From an optimization exercise on the open Yosys and OpenROAD flow, aimed at small area; shortcuts taken in it are not production practice. Only simulation tests tie the RTL to the original design; equivalence was not proved. Power figures rest on the tool's default switching activity, not on a simulated workload.

==> flow/design.v, too long to show whole: its modules and the start of the top module <==
// module medidor_potencia_ca: 3323 lines
// module cmp_gt: 30 lines
// module sel3n: 11 lines
// module booth_sel: 9 lines
// module csa_fa: 3 lines
// module csa_ha: 3 lines
// module csa_han: 11 lines
module medidor_potencia_ca (
  input  logic        clk,
  input  logic        rst,
  input  logic        enable,
  input  logic        sample_valid,
  input  logic [31:0] tensao,
  input  logic [31:0] corrente,
  output logic [63:0] potencia_media,
  output logic [31:0] v_pico,
  output logic [31:0] i_pico,
  output logic [15:0] window_count,
  output logic        result_valid
);
  // ...
==> flow/flow/run.sh <==
#!/bin/bash
# Standard layout, with the port buffers made from the smallest buffer cell and
# a clock tree with larger sink clusters and no dummy loads.
set -euo pipefail
bash standard.sh "BUFFER_PORTS_ARGS=-buffer_cell sky130_fd_sc_hd__buf_1" \
  "CTS_ARGS=-sink_clustering_enable -repair_clock_nets -dont_use_dummy_load -sink_clustering_size 24 -sink_clustering_max_diameter 100" \
  finish > flow_make.log 2>&1
==> flow/standard.sh <==
#!/bin/bash
# synth_recipe.tcl (not shown) runs the flow's synth.tcl, then flattens the netlist and writes it again
# the make line also repeats each setting of config.mk as NAME=value (left out here)
make -C /OpenROAD-flow-scripts/flow DESIGN_CONFIG=/design/flow/config.mk WORK_HOME=/design/flow/orfs CLKGATE_MAP_FILE= SYNTH_SCRIPT=/design/flow/synth_recipe.tcl "${@:-finish}"
==> flow/config.mk <==
export PLATFORM = sky130hd
export DESIGN_NAME = medidor_potencia_ca
export DESIGN_NICKNAME = medidor_potencia_ca
export VERILOG_FILES = /design/flow/design.v
export SDC_FILE = /design/flow/constraint.sdc
export NUM_CORES = 4
export LEC_CHECK = 0
export CAP_MARGIN = 0
export CELL_PAD_IN_SITES_DETAIL_PLACEMENT = 1
export CELL_PAD_IN_SITES_GLOBAL_PLACEMENT = 2
export CORE_MARGIN = 2
export CORE_UTILIZATION = 25
export PLACE_DENSITY = 0.35
export SLEW_MARGIN = 0
export SYNTH_HIERARCHICAL = 1
export SYNTH_MINIMUM_KEEP_SIZE = 0
==> flow/constraint.sdc <==
create_clock -name core_clock -period 11.0 [get_ports {clk}]
set_input_delay 2.2000 -clock core_clock [delete_from_list [all_inputs] [get_ports {clk}]]
set_output_delay 2.2000 -clock core_clock [all_outputs]
set_load 0.01 [all_outputs]
==> summary.txt, run 1 <==
Place
  – Area post-placement: 41600 µm²
  – Weighted congestion reported at the end of routability-driven placement: ~0.87
  – Total placed cells including tap cells: 5412

Drt
  – Number of nets with antenna violations after routing: 0
  – Routed length on met2: about 90000 µm

Timing
  – Fin worst setup slack: between 0.4 and 0.5 ns
  – Worst slew margin: 0.231
  – Final hold slack: 0.423 ns

Setup path
  – Depth of the worst register-to-register path: 24
  – Critical-path maximum fanout: 4

Finish
  – Largest contributor to cell area by class: multi-input gates
  – Largest register by flop count: acc
  – Post-route standard cell area excluding fillers: 42400 µm²
  – Finished Layout Cells: roughly 5400
  – Area of the multi-input gates: 25300 µm²
  – Filler Cell Count: 15700

GRT
  – Number of antenna violations at the first check in global routing: 10
  – GR Util All Layers: 0.252

Die
  – Effective utilization at floorplan: 0.252
  – Vertical die dimension: 382 µm

Logic synthesis
  – Total number of yosys warnings: 9
  – Syn Nets: roughly 3700
  – Mux cell area share after synthesis: 0.0201
  – Count of flip-flops with a built-in enable after synthesis: 128
  – Synth area leaders: fa_1, dfxtp_1, a222oi_1, edfxtp_1, ha_1

Clock tree
  – Number of H-tree levels: 1
  – Bufs on Longest Clock Path: 3
  – Number of buffers inserted during clock tree synthesis: 28
  – CTS-repair resized insts: 0

Worst hold path
  – Worst min path class: flip-flop to flip-flop

Power
  – Leading power group: combinational logic

Status
  – Result of the run: timing/DRC/antenna clean
==> run 2: changes to the inputs <==
--- a/flow/config.mk
+++ b/flow/config.mk
@@ -9,8 +9,8 @@
 export CELL_PAD_IN_SITES_DETAIL_PLACEMENT = 1
 export CELL_PAD_IN_SITES_GLOBAL_PLACEMENT = 2
 export CORE_MARGIN = 2
-export CORE_UTILIZATION = 25
-export PLACE_DENSITY = 0.35
+export CORE_UTILIZATION = 30
+export PLACE_DENSITY = 0.45
 export SLEW_MARGIN = 0
 export SYNTH_HIERARCHICAL = 1
 export SYNTH_MINIMUM_KEEP_SIZE = 0
==> summary.txt, run 2 <==
Clock tree
  – Clock tree from TritonCTS: built
  – CTS root buf: clkbuf_16
  – Number of H-tree levels: 1 (unchanged)
  – Number of buffers inserted during clock tree synthesis: 24 (-14%)
  – Clock Sink Count: 425
  – # Post-CTS Setup Buffers: 0
  – CTS clk-pin slew, worst paths: 0.09 ns
  – Bufs on Longest Clock Path: 3 (unchanged)
  – Insertion delay to the later sink of the worst-skew pair: ~0.65 ns

Timing
  – Setup TNS Final: 0 ns
  – Worst slew margin: 0.238 (+0.00732)
  – Slew of the pin with the lowest slew margin: 1.14 ns
  – Setup clock skew after layout: 0.0390 ns
  – Min cycle time layout: about 11 ns
  – Final max-slew violation count: 0
  – Final hold slack: 0.433 ns (+0.00995 ns)
  – Unrepaired setup endpoints after global routing: false
  – Maximum clock frequency: about 0.094 GHz
  – Final hold violation count: 0
  – Final setup violation count: 0
  – Part of the cycle the worst path needs: 0.966

Status
  – Result of the run: timing/DRC/antenna clean

Logic synthesis
  – Count leader, synth: a222oi_1
  – Largest area contributor in the netlist: fa_1
  – Syn Nets: 3720 (unchanged)
  – Top post-synthesis cells by count: a222oi_1, fa_1, dfxtp_1
  – Top cell type's share of synthesized area: 0.277
  – Post-Syn Area per Cell: 11.8 µm²
  – Synthesized netlist cell count: 3033
  – Synth area leaders: fa_1, dfxtp_1, a222oi_1, edfxtp_1, ha_1
  – Count of flip-flops with a built-in enable after synthesis: 128 (unchanged)
  – Share of flip-flops with an asynchronous set or reset after synthesis: 0
  – Post-synth top flop: dfxtp_1
  – Total number of yosys warnings: 9 (unchanged)
  – Flop and latch count out of synthesis: 425
  – Area of the mapped netlist: between 30000 and 40000 µm²
  – Share of synthesized area occupied by flip-flops and latches: 0.274
  – Number of distinct library cells after synthesis: 80

Setup path
  – Most frequent cell on the critical path: fa_1
  – Endpoint kind of the worst setup timing path: flip-flop
  – Depth of the worst register-to-register path: 24 (unchanged)
  – Slowest cell on crit path: fa_1
  – Cell type group with the largest total delay on the critical path: adder cells
  – Reg2Reg Capture Point: hold_mean[58]$_DFFE_PP_
  – Start of the worst register-to-register path: running$_SDFF_PP0_
  – Crit-path max cell delay: 0.57 ns
  – Worst Setup Start Kind: input pin
  – Data arrival, critical path: 11.06 ns
  – Critical-path maximum fanout: 5 (+1)
  – Slack of the worst reg-to-reg path: 2.65 ns
  – Critical path start-end classification: input pin to flip-flop
  – Required time reported for the critical path endpoint: roughly 11 ns
  – CP bufs+invs: 6

GRT
  – Number of antenna violations at the first check in global routing: 6 (-4)
  – Maximum number of pins on one net before global-route repair: 60
  – Vias in the first global route: 34600
  – Sum of overflow across all layers after global routing: 0
  – GR Util All Layers: 0.279 (+0.0266)
  – First-pass GRT wire length: 250000 µm

Die
  – Horizontal die dimension: 349 µm
  – Row count: between 100 and 150
  – Top-Level Pins: between 200 and 250
  – Effective utilization at floorplan: 0.303 (+0.0506)
  – Core region area: 118000 µm²
  – Vertical die dimension: 349 µm (-8.6%)
  – Die area: around 120000 µm²

Finish
  – Area of the multi-input gates: 25300 µm² (about the same)
  – Layout cell share with drive strength beyond 1: 0.138
  – Post-layout nets: between 4000 and 5000
  – Area used by sequential logic in the layout: 9790 µm²
  – Area growth from synthesis to layout: 15.4%
  – Core occupancy in the finished layout: 0.349
  – Commonest cells after routing, fill and taps aside: a222oi_1, fa_1, dfxtp_1, buf_4, nand2_1
  – Most frequent standard cell in the layout excluding fill and tap cells: a222oi_1
  – Filler Cell Count: 13000 (-17%)
  – Max FFs per register: 74
  – Largest register by flop count: acc
  – Registers with the highest flip-flop counts: acc (74), hold_mean (64), potencia_media (64)

Worst hold path
  – Worst min path class: flip-flop to flip-flop
  – Hold_sp: res1$_SDFF_PP0_
  – Hold path endpoint: res2$_SDFF_PP0_
  – Hold Crit Depth: 1

Power
  – Peak ir drop on the vdd network: 0.144 mV
  – Clock power share: 0.170
  – Standby leakage power: 0.0126 µW
  – Sequential Power Share: 0.363
  – Power density over cell area: 133 nW/µm²
  – Int Power: 3330 µW
  – Combinational share of power: 0.467
  – Switching power share of the total: 0.393
  – Total net switching power: 2150 µW

Drt
  – First DRT Iteration DRCs: around 5000
  – Final routed wire length divided by cell count: 34.4 µm
  – First-pass iteration count of the detailed router: 15
  – Vias after detailed routing: 32100
  – Total detailed-routing wirelength: 173000 µm
  – DR DRC count: 0
  – Number of nets with antenna violations after routing: 0 (unchanged)
  – Routed via count divided by cell count: 6.40

Place
  – Port buffer count: ~210
  – Weighted congestion reported at the end of routability-driven placement: 0.905 (+4.5%)
  – Post-detailed-placement half-perimeter wirelength: approximately 120000 µm

Job
  – Number of max-cap violations: 0
==> run 2: worst max path at each step <==
| stage | start | endpoint | slack, ns | cells past startpoint |
|---|---|---|---|---|
| floorplan | tensao[11] | hold_mean[60]$_DFFE_PP_ | 0.65 | 27 |
| global placement | tensao[2] | hold_mean[60]$_DFFE_PP_ | -0.27 | 32 |
| detailed placement | tensao[2] | hold_mean[60]$_DFFE_PP_ | -0.46 | 34 |
| CTS | tensao[2] | hold_mean[60]$_DFFE_PP_ | 0.17 | 34 |
| global route | tensao[4] | hold_mean[62]$_DFFE_PP_ | 0.05 | 34 |
| finish | tensao[4] | hold_mean[60]$_DFFE_PP_ | 0.37 | 34 |
==> run 2: timing repair <==
item,CTS,global route
hold buffers,0,0
endpoints found under the setup margin,0,38
gates resized for setup,0,10
==> run 2: power by group through the flow <==
stage               clock (µW)  combinational (µW)  sequential, µW
detailed placement           0                2520            2020
floorplan                    0                1380            2000
finish                     931                2560            1990
global placement             0                2510            2020
CTS                        987                2550            1990
global route              1030                2790            2010
==> run 2: kinds of logic (layout without fill, tap and decap cells) <==
family / Yosys count / in the layout / share of synthesized area
flip-flops: 425 / 425 / 0.274
AO/OA/AOI/OAI: 954 / 954 / 0.236
other: 0 / 3 / 0
multiplexers: 64 / 64 / 0.0201
XOR/XNOR: 204 / 204 / 0.0500
adder cells (fa/ha/maj): 625 / 625 / 0.322
buffers and inverters: 211 / 654 / 0.0222
AND/OR/NAND/NOR: 550 / 550 / 0.0749
==> run 2: layout make-up <==
class                           count  share of cell area
Antenna cell                        3            0.000182
Sequential cell                   425               0.237
Inverter                          139              0.0127
Timing Repair Buffer              491              0.0750
Multi-Input combinational cell   2397               0.614
Tap cell                         1536              0.0466
Clock buffer                       24              0.0146
==> run 2: per-layer routing <==
layer,up-vias,track usage,routed length (µm)
met1,16600,0.365,69300
met5,-,0,7
met4,2,0.0947,6640
li1,13100,-,-
met2,1971,0.449,79400
met3,363,0.0666,17300
==> run 2: stage by stage <==
stage	cells	worst slack, ns	power (µW)	area (µm²)
3_3_place_gp	4988	-0.265	4530	40600
6_report	5015	0.375	5480	41200
4_1_cts	5012	0.166	5530	41200
5_1_grt	5013	0.0536	5830	41200
3_5_place_dp	4988	-0.461	4550	40600
2_1_floorplan	3033	0.652	3370	35700
==> run 2: Yosys stat by module (local to each module, per instance) <==
module | flops+latches | cells inside | times used | cell area [µm²]
medidor_potencia_ca | 425 | 1688 | 1 | 17900
sel3n | 0 | 1 | 495 | 10.0
csa_fa | 0 | 1 | 495 | 20.0
booth_sel | 0 | 1 | 32 | 6.26
csa_han | 0 | 2 | 14 | 15.0
cmp_gt | 0 | 94 | 2 | 627
csa_ha | 0 | 1 | 107 | 12.5
==> run 3: changes to the inputs <==
--- a/flow/config.mk
+++ b/flow/config.mk
@@ -9,8 +9,8 @@
 export CELL_PAD_IN_SITES_DETAIL_PLACEMENT = 1
 export CELL_PAD_IN_SITES_GLOBAL_PLACEMENT = 2
 export CORE_MARGIN = 2
-export CORE_UTILIZATION = 30
-export PLACE_DENSITY = 0.45
+export CORE_UTILIZATION = 35
+export PLACE_DENSITY = 0.52
 export SLEW_MARGIN = 0
 export SYNTH_HIERARCHICAL = 1
 export SYNTH_MINIMUM_KEEP_SIZE = 0
==> summary.txt, run 3 <==
Finish
  – Area growth from synthesis to layout: 14.5%
  – Post-layout nets: 4154 (-0.26%)
  – Most frequent standard cell in the layout excluding fill and tap cells: a222oi_1
  – Filler Cell Count: 11100 (-15%)
  – Finished Layout Cells: 4834 (-3.6%)
  – Registers with the highest flip-flop counts: acc (74), hold_mean (64), potencia_media (64)
  – Layout cell share with drive strength beyond 1: 0.134 (-0.00447)
  – Commonest cells after routing, fill and taps aside: a222oi_1, fa_1, dfxtp_1, buf_4, nand2_1
  – Max FFs per register: 74 (unchanged)
  – Largest register by flop count: acc

Power
  – Switching power share of the total: 0.391 (-0.00216)
  – Sequential Power Share: 0.364 (about the same)
  – Power density over cell area: 133 nW/µm² (+0.39%)
  – Standby leakage power: 0.0125 µW (-0.61%)
  – Peak ir drop on the vdd network: 0.159 mV (+11%)
  – Total net switching power: 2130 µW (-0.97%)
  – Combinational share of power: 0.467 (about the same)
  – Clock power share: 0.169 (about the same)
  – Int Power: 3320 µW (about the same)

GRT
  – First-pass GRT wire length: 240000 µm (-4.2%)
  – Maximum number of pins on one net before global-route repair: 72 (+20%)
  – Vias in the first global route: 34100 (-1.2%)
  – Sum of overflow across all layers after global routing: 0 (unchanged)
  – GR Util All Layers: 0.312 (+0.0334)
  – Number of antenna violations at the first check in global routing: 4 (-2)

Place
  – Pre-CTS worst setup slack: -0.483 ns (-0.0222 ns)
  – Post-detailed-placement half-perimeter wirelength: 118000 µm (-5.0%)
  – Port buffer count: 212 (unchanged)
  – Total placed cells including tap cells: 4809 (-3.6%)
  – Weighted congestion reported at the end of routability-driven placement: 0.937 (+3.5%)

Clock tree
  – Clock tree from TritonCTS: built
  – # Post-CTS Setup Buffers: 0 (unchanged)
  – Clock Sink Count: 425 (unchanged)
  – CTS clk-pin slew, worst paths: 0.10 ns (about the same)
  – CTS root buf: clkbuf_16
  – Insertion delay to the later sink of the worst-skew pair: 0.63 ns (-0.02 ns)
  – Number of buffers inserted during clock tree synthesis: 24 (unchanged)
  – Bufs on Longest Clock Path: 3 (unchanged)
  – Number of H-tree levels: 1 (unchanged)
  – Cts-stage hold buffer count: 0 (unchanged)

Setup path
  – Data arrival, critical path: 11.08 ns (+0.02 ns)
  – Worst setup path end: hold_mean[60]$_DFFE_PP_
  – Endpoint kind of the worst setup timing path: flip-flop
  – Slowest cell on crit path: fa_1
  – Start point of the critical path: tensao[3]
  – Critical path start-end classification: input pin to flip-flop
  – Slack of the worst reg-to-reg path: 2.40 ns (-0.25 ns)
  – Cell type group with the largest total delay on the critical path: compound AO/OA/AOI/OAI gates
  – Logic depth of the worst setup path including buffers: 33 (-2.9%)
  – Most frequent cell on the critical path: fa_1
  – Depth of the worst register-to-register path: 24 (unchanged)
  – Required time reported for the critical path endpoint: 11.43 ns (about the same)
  – Worst Setup Start Kind: input pin
  – Start of the worst register-to-register path: sample_count[6]$_SDFFE_PP0P_
  – Critical-path maximum fanout: 6 (+1)
  – Crit-path max cell delay: 0.54 ns (-0.03 ns)
  – CP bufs+invs: 6 (unchanged)
  – Reg2Reg Capture Point: hold_mean[58]$_DFFE_PP_

Logic synthesis
  – Share of flip-flops with an asynchronous set or reset after synthesis: 0 (unchanged)
  – Total number of yosys warnings: 9 (unchanged)
  – Count of flip-flops with a built-in enable after synthesis: 128 (unchanged)
  – Number of distinct library cells after synthesis: 80 (unchanged)
  – Count leader, synth: a222oi_1
  – Area of the mapped netlist: 35700 µm² (unchanged)
  – Synthesized netlist cell count: 3033 (unchanged)
  – Top post-synthesis cells by count: a222oi_1, fa_1, dfxtp_1
  – Syn Nets: 3720 (unchanged)
  – Share of synthesized area occupied by flip-flops and latches: 0.274 (unchanged)
  – Synth area leaders: fa_1, dfxtp_1, a222oi_1, edfxtp_1, ha_1
  – Post-synth top flop: dfxtp_1
  – Largest area contributor in the netlist: fa_1
  – Flop and latch count out of synthesis: 425 (unchanged)
  – Top cell type's share of synthesized area: 0.277 (unchanged)
  – Post-Syn Area per Cell: 11.8 µm² (unchanged)

Timing
  – Slew of the pin with the lowest slew margin: 1.30 ns (+0.160 ns)
  – Fin worst setup slack: 0.348 ns (-0.0271 ns)
  – Final hold violation count: 0 (unchanged)
  – Worst slew margin: 0.130 (-0.108)
  – Setup clock skew after layout: 0.0428 ns (+0.00382 ns)
  – Final max-slew violation count: 0 (unchanged)
  – Final setup violation count: 0 (unchanged)
  – Part of the cycle the worst path needs: 0.968 (+0.00247)
  – Maximum clock frequency: 0.0939 GHz (-0.25%)
  – Unrepaired setup endpoints after global routing: false
  – Min cycle time layout: 10.65 ns (+0.0271 ns)

Die
  – Horizontal die dimension: 324 µm (-7.3%)
  – Top-Level Pins: 213 (unchanged)
  – Core region area: 102000 µm² (-14%)
  – Effective utilization at floorplan: 0.352 (+0.0491)
  – Vertical die dimension: 324 µm (-7.3%)
  – Row count: 117 (-7.1%)
  – Die area: 105000 µm² (-14%)

Drt
  – Routed via count divided by cell count: 6.68 (+4.4%)
  – Routed length on met2: 73700 µm (-7.2%)
  – Highest layer used for signal routing: met5
  – Final routed wire length divided by cell count: 34.3 µm (-0.37%)
  – Met1 WL: 65100 µm (-6.1%)
  – First DRT Iteration DRCs: 5714 (+14%)
  – DR DRC count: 0 (unchanged)
  – Vias after detailed routing: 32300 (+0.62%)
  – Met3 WL: 19300 µm (+11%)
  – Number of nets with antenna violations after routing: 0 (unchanged)
  – First-pass iteration count of the detailed router: 15 (unchanged)
  – Total detailed-routing wirelength: 166000 µm (-4.0%)

Status
  – Result of the run: timing/DRC/antenna clean

Worst hold path
  – Worst min path class: flip-flop to flip-flop
  – Hold Crit Depth: 1 (unchanged)

Job
  – Number of max-cap violations: 0 (unchanged)
[run 3: cell counts after synthesis]
Identical to the previous run, type by type.
[run 3: worst min path at each step]
stage | from | endpoint
floorplan | res1$_SDFF_PP0_ | res2$_SDFF_PP0_
global placement | res2$_SDFF_PP0_ | res3$_SDFF_PP0_
detailed placement | res2$_SDFF_PP0_ | res3$_SDFF_PP0_
CTS | hold_v[9]$_DFFE_PP_ | v_pico[9]$_DFF_P_
global route | res2$_SDFF_PP0_ | res3$_SDFF_PP0_
finish | res2$_SDFF_PP0_ | res3$_SDFF_PP0_
[run 3: cell type report]
cell class | instances | area, µm² | share of cell area
multi-input cells | 2397 | 25300 | 0.618
flip-flops and latches | 425 | 9790 | 0.239
repair buffers | 480 | 2990 | 0.0732
well taps | 1368 | 1710 | 0.0418
clock buffers | 24 | 601 | 0.0147
inverters | 139 | 522 | 0.0128
diodes | 1 | 2.50 | 0.0000612
[run 3: Yosys stat by module (local to each module, per instance)]
module / area [µm²] / copies in the design / flops+latches / cells
medidor_potencia_ca: 17900 / 1 / 425 / 1688
cmp_gt: 627 / 2 / 0 / 94
csa_fa: 20.0 / 495 / 0 / 1
csa_han: 15.0 / 14 / 0 / 2
csa_ha: 12.5 / 107 / 0 / 1
sel3n: 10.0 / 495 / 0 / 1
booth_sel: 6.26 / 32 / 0 / 1
[run 3: worst register-to-register path: cells and delay by family (launching register included)]
kind                       cells  cell delay (ns)
adders and majority gates      7             3.30
and+or+nand+nor                4             1.97
buffers and inverters          6             1.48
AOI/OAI and AO/OA              7             1.26
DFF                            1             0.36
[run 3: stage by stage]
stage | hold WS, ns | instance area, µm² | total power [µW] | setup TNS [ns] | utilization
floorplan | 0.406 | 35700 | 3370 | 0 | -
CTS | 0.449 | 40900 | 5480 | 0 | 0.403
global placement | 0.414 | 40300 | 4470 | -4.59 | 0.397
global route | 0.471 | 40900 | 5790 | 0 | 0.403
finish | 0.444 | 40900 | 5460 | 0 | 0.403
detailed placement | 0.420 | 40300 | 4510 | -11.15 | 0.397
[run 3: kinds of logic (layout without fill, tap and decap cells)]
| logic type | Yosys count | in the layout | share of synthesized area |
|---|---|---|---|
| AOI/OAI and AO/OA | 954 | 954 | 0.236 |
| xor gates and xnor gates | 204 | 204 | 0.0500 |
| adders and majority gates | 625 | 625 | 0.322 |
| buffers and inverters | 211 | 643 | 0.0222 |
| DFF | 425 | 425 | 0.274 |
| muxes | 64 | 64 | 0.0201 |
| other | 0 | 1 | 0 |
| and+or+nand+nor | 550 | 550 | 0.0749 |
[run 3: power by group through the flow]
| stage | Clock (µW) | Combinational (µW) | Sequential, µW |
|---|---|---|---|
| floorplan | 0 | 1380 | 2000 |
| global placement | 0 | 2460 | 2020 |
| detailed placement | 0 | 2490 | 2020 |
| CTS | 974 | 2520 | 1990 |
| global route | 1020 | 2760 | 2010 |
| finish | 919 | 2550 | 1990 |
[run 3: timing repair]
item,CTS,global route
hold endpoints to repair,0,0
endpoints found under the setup margin,0,20
resized for setup,0,5
[run 3: per-layer routing]
| metal | track usage | vias up |
|---|---|---|
| met5 | 0.00278 | - |
| met2 | 0.485 | 2190 |
| li1 | - | 13100 |
| met1 | 0.412 | 16600 |
| met3 | 0.0810 | 442 |
| met4 | 0.130 | 2 |

[what the ideal ports hide]
The results above use ideal ports. As a check the final layouts listed here were re-extracted and re-timed, cells and wires unchanged. Step 1, drivers: a clkbuf_16 drives clk and a buf_2 each remaining input, both assumed. Step 2 adds t to the input delays and takes it off the output delays; t is the mean of the earliest and latest rising clock arrival at the registers after step 1. Input paths then give back, and output paths get back, about the clock's delay inside the block. Slacks: no drivers / after step 1 / after step 2; pairs: no drivers / after step 1.
run	shift t [ns]	setup WS [ns]	worst setup path at the end
run 1	0.701	0.401 / 0.453 / -0.247	input to register
run 2	0.700	0.375 / 0.420 / -0.280	input to register
run 3	0.681	0.348 / 0.400 / -0.282	input to register
Met with ideal ports but missed after step 2: setup timing in every run listed. The setup slack of run 2, which loses most, moves by +0.045 ns with the drivers and by -0.655 ns with both steps.
